From an optimization exercise on the open Yosys and OpenROAD flow, aimed at small area, a short achievable clock period and few clock cycles; shortcuts taken in it are not production practice. The RTL was checked by simulation tests, not by an equivalence proof against the original design. Power is estimated from default activity; no workload was simulated.

==> flow/design.v (excerpt) <==
module mlp_layer_sequencer #(
    parameter int N_IN  = 784,
    parameter int N_OUT = 10,
    parameter int DW    = 32,
    parameter int FRAC  = 24,
    parameter int ACCW  = 74,
    parameter int RELU  = 1,
    localparam int c_iw = (N_IN > 1) ? $clog2(N_IN) : 1,
    localparam int c_ww = (N_IN * N_OUT > 1) ? $clog2(N_IN * N_OUT) : 1,
    localparam int c_ow = (N_OUT > 1) ? $clog2(N_OUT) : 1
) (
    input  logic            clk,
    input  logic            rst_n,
    input  logic            start,
    output logic            busy,
    output logic            done,
    output logic            sat,
    output logic            rd_en,
    output logic [c_iw-1:0] in_addr,
    output logic [c_ww-1:0] w_addr,
    output logic [c_ow-1:0] b_addr,
    input  logic [DW-1:0]   in_data,
    input  logic [DW-1:0]   w_data,
    input  logic [DW-1:0]   b_data,
    output logic            out_we,
    output logic [c_ow-1:0] out_addr,
    output logic [DW-1:0]   out_data
);
    logic        rst_q;
    logic        accept;
    logic        first1, first2, first3;      
    logic        last1, last2, last3, last4, last5;  
    logic        in_last;
    logic        wr;
    logic [30:0] r_out;
    assign in_last = (in_addr == c_iw'(N_IN - 1));
    logic rd_n, rd_i;
    mlp_inv u_rdinv (.a(rd_en), .y(rd_n));
    assign rd_i = ~rd_n;
    assign accept  = rst_n & start & ~busy;
    assign wr      = last5 & rst_q;
    always_ff @(posedge clk) begin
        rst_q <= rst_n;
    end
    always_ff @(posedge clk) begin
        if (!rst_n) begin
            busy   <= 1'b0;
            done   <= 1'b0;
            out_we <= 1'b0;
            sat    <= 1'b0;
        end else begin
            out_we <= wr;
            done   <= wr & (out_addr == c_ow'(N_OUT - 1));
            if (done) busy <= 1'b0;
            if (accept) begin
                busy <= 1'b1;
                sat  <= 1'b0;
            end else if (wr) begin
                sat  <= sat | r_clp;
            end
        end
    end
    always_ff @(posedge clk) begin
  ...
Size: roughly 4000 cells after synthesis, roughly 170 I/O pins, ~41000 sq um of cells after synthesis.
==> flow/config.mk <==
export PLATFORM = sky130hd
export DESIGN_NAME = mlp_layer_sequencer
export DESIGN_NICKNAME = mlp_layer_sequencer
export VERILOG_FILES = /design/flow/design.v
export SDC_FILE = /design/flow/constraint.sdc
export NUM_CORES = 4
export LEC_CHECK = 0
export CAP_MARGIN = 20
export CORE_MARGIN = 2
export CORE_UTILIZATION = 60
export SLEW_MARGIN = 20
export SYNTH_HIERARCHICAL = 1
==> flow/constraint.sdc <==
create_clock -name core_clock -period 11.0 [get_ports {clk}]
set_input_delay 2.2000 -clock core_clock [delete_from_list [all_inputs] [get_ports {clk}]]
set_output_delay 2.2000 -clock core_clock [all_outputs]
set_load 0.01 [all_outputs]
standard.sh (not shown) runs the stock make flow with config.mk's settings and CLKGATE_MAP_FILE= SYNTH_SCRIPT=/design/flow/synth_recipe.tcl, a recipe that flattens the netlist after the stock synthesis.
==> flow/flow/run.sh <==
#!/bin/bash
# Layout flow: the standard ORFS flow, except that ports are buffered with
# plain buffers and the resizer may not use the delay cells.
set -euo pipefail
DLY="sky130_fd_sc_hd__clkdlybuf4s15_1 sky130_fd_sc_hd__clkdlybuf4s15_2 \
sky130_fd_sc_hd__clkdlybuf4s18_1 sky130_fd_sc_hd__clkdlybuf4s18_2 \
sky130_fd_sc_hd__clkdlybuf4s25_1 sky130_fd_sc_hd__clkdlybuf4s25_2 \
sky130_fd_sc_hd__clkdlybuf4s50_1 sky130_fd_sc_hd__clkdlybuf4s50_2 \
sky130_fd_sc_hd__dlygate4sd1_1 sky130_fd_sc_hd__dlygate4sd2_1 sky130_fd_sc_hd__dlygate4sd3_1 \
sky130_fd_sc_hd__dlymetal6s2s_1 sky130_fd_sc_hd__dlymetal6s4s_1 sky130_fd_sc_hd__dlymetal6s6s_1"
export DONT_USE_CELLS="$DLY"
export BUFFER_PORTS_ARGS="-buffer_cell sky130_fd_sc_hd__buf_2"
# Timing repair aims 7.6 ns below the clock period (the period itself is unchanged).
# Clock tree synthesis as in ORFS's cts.tcl, without dummy balancing loads and
# with larger sink clusters.
CTS="-sink_clustering_enable -repair_clock_nets -dont_use_dummy_load -sink_clustering_size 25 -sink_clustering_max_diameter 80"
bash standard.sh finish SETUP_SLACK_MARGIN=7.6 "CTS_ARGS=$CTS" > flow_make.log 2>&1
Testbench counts at the start, summed over its fixed seeds: cycles 188,320.
Change:
--- a/flow/design.v
+++ b/flow/design.v
@@ -122,39 +122,43 @@
         b31_r <= b_data[31];
         neg_r <= neg_d;
         one_r <= one_d;
         two_r <= two_d;
     end
     logic [33:0] pp_0, pp_1, pp_2, pp_3, pp_4, pp_5, pp_6, pp_7,
                  pp_8, pp_9, pp_10, pp_11, pp_12, pp_13, pp_14, pp_15;
     logic [33:0] pp [16];
-    logic [31:0] an [4];
-    logic [15:0] onen [4], twon [4], negn [4];
+    logic [31:0] an_l, an_h;
+    logic [15:0] onen_a, onen_b, twon_a, twon_b, negn_a, negn_b;
     for (genvar g = 0; g < 32; g++) begin : g_ainv
-        for (genvar q = 0; q < 4; q++) begin : g_q
-            mlp_inv u_a (.a(a_r[g]), .y(an[q][g]));
-        end
+        mlp_inv u_l (.a(a_r[g]), .y(an_l[g]));
+        mlp_inv u_h (.a(a_r[g]), .y(an_h[g]));
     end
     for (genvar g = 0; g < 16; g++) begin : g_sinv
-        for (genvar q = 0; q < 4; q++) begin : g_q
-            mlp_inv u_o (.a(one_r[g]), .y(onen[q][g]));
-            mlp_inv u_t (.a(two_r[g]), .y(twon[q][g]));
-            mlp_inv u_n (.a(neg_r[g]), .y(negn[q][g]));
-        end
+        mlp_inv u_oa (.a(one_r[g]), .y(onen_a[g]));
+        mlp_inv u_ob (.a(one_r[g]), .y(onen_b[g]));
+        mlp_inv u_ta (.a(two_r[g]), .y(twon_a[g]));
+        mlp_inv u_tb (.a(two_r[g]), .y(twon_b[g]));
+        mlp_inv u_na (.a(neg_r[g]), .y(negn_a[g]));
+        mlp_inv u_nb (.a(neg_r[g]), .y(negn_b[g]));
     end
     always_comb begin
         for (int k = 0; k < 16; k++) begin
             logic [31:0] aa;
             logic [33:0] x1, x2;
-            aa = ~an[k / 4];
+            aa = (k < 8) ? ~an_l : ~an_h;
             x1 = {aa[31], aa[31], aa};
             x2 = {aa[31], aa, 1'b0};
-            for (int i = 0; i < 34; i++)
-                pp[k][i] = ((x1[i] & ~onen[i / 9][k]) | (x2[i] & ~twon[i / 9][k])) ^ ~negn[i / 9][k];
+            for (int i = 0; i < 34; i++) begin
+                if (i < 17)
+                    pp[k][i] = ((x1[i] & ~onen_a[k]) | (x2[i] & ~twon_a[k])) ^ ~negn_a[k];
+                else
+                    pp[k][i] = ((x1[i] & ~onen_b[k]) | (x2[i] & ~twon_b[k])) ^ ~negn_b[k];
+            end
         end
     end
     assign pp_0 = pp[0];   assign pp_1 = pp[1];   assign pp_2 = pp[2];   assign pp_3 = pp[3];
     assign pp_4 = pp[4];   assign pp_5 = pp[5];   assign pp_6 = pp[6];   assign pp_7 = pp[7];
     assign pp_8 = pp[8];   assign pp_9 = pp[9];   assign pp_10 = pp[10]; assign pp_11 = pp[11];
     assign pp_12 = pp[12]; assign pp_13 = pp[13]; assign pp_14 = pp[14]; assign pp_15 = pp[15];
     logic [73:0] r_s, r_c, srow, crow, s_nx, c_nx;
     logic [7:0] f3n;
After rerunning:
- The changed run went through all stages and came out clean
- cell area is about the same
- clock power is higher by a little under a tenth
- fmax stays flat
- clock-buffer cell count rises by 4
- routed wire length drops by a few percent
- sequential share of layout area is lower by 0.18 points
- setup slack is worse by 0.0079 ns
- clock skew came out lower by 0.016 ns
Testbench counts after the change, summed over its fixed seeds: cycles 188,320.

## re-timing with driven ports
The results above use ideal ports. As a check the final layouts listed here were re-extracted and re-timed, cells and wires unchanged.
Step 1: set_driving_cell puts a clkbuf_16 on clk and a buf_2 on each other input, an assumption about the parent block.
Step 2 moves the port delays by t, midway between the first and last clock arrival at a register: inputs arrive t later, outputs are due t later. That takes back most of the time a late clock gives input paths.
Slacks: no drivers / after step 1 / after step 2; pairs: no drivers / after step 1.
| run | t (ns) | setup WS [ns] | worst hold slack (ns) | latest minus earliest clock arrival (ns) | slew at the worst register clock pin (ns) |
|---|---|---|---|---|---|
| the first run | 0.679 | 7.640 / 7.571 / 7.657 | 0.448 / 0.448 / 0.448 | 0.079 / 0.079 | 0.10 / 0.10 |
| the second run | 0.617 | 7.632 / 7.567 / 7.682 | 0.386 / 0.386 / 0.386 | 0.056 / 0.056 | 0.09 / 0.09 |
After both steps every run listed still meets setup and hold.
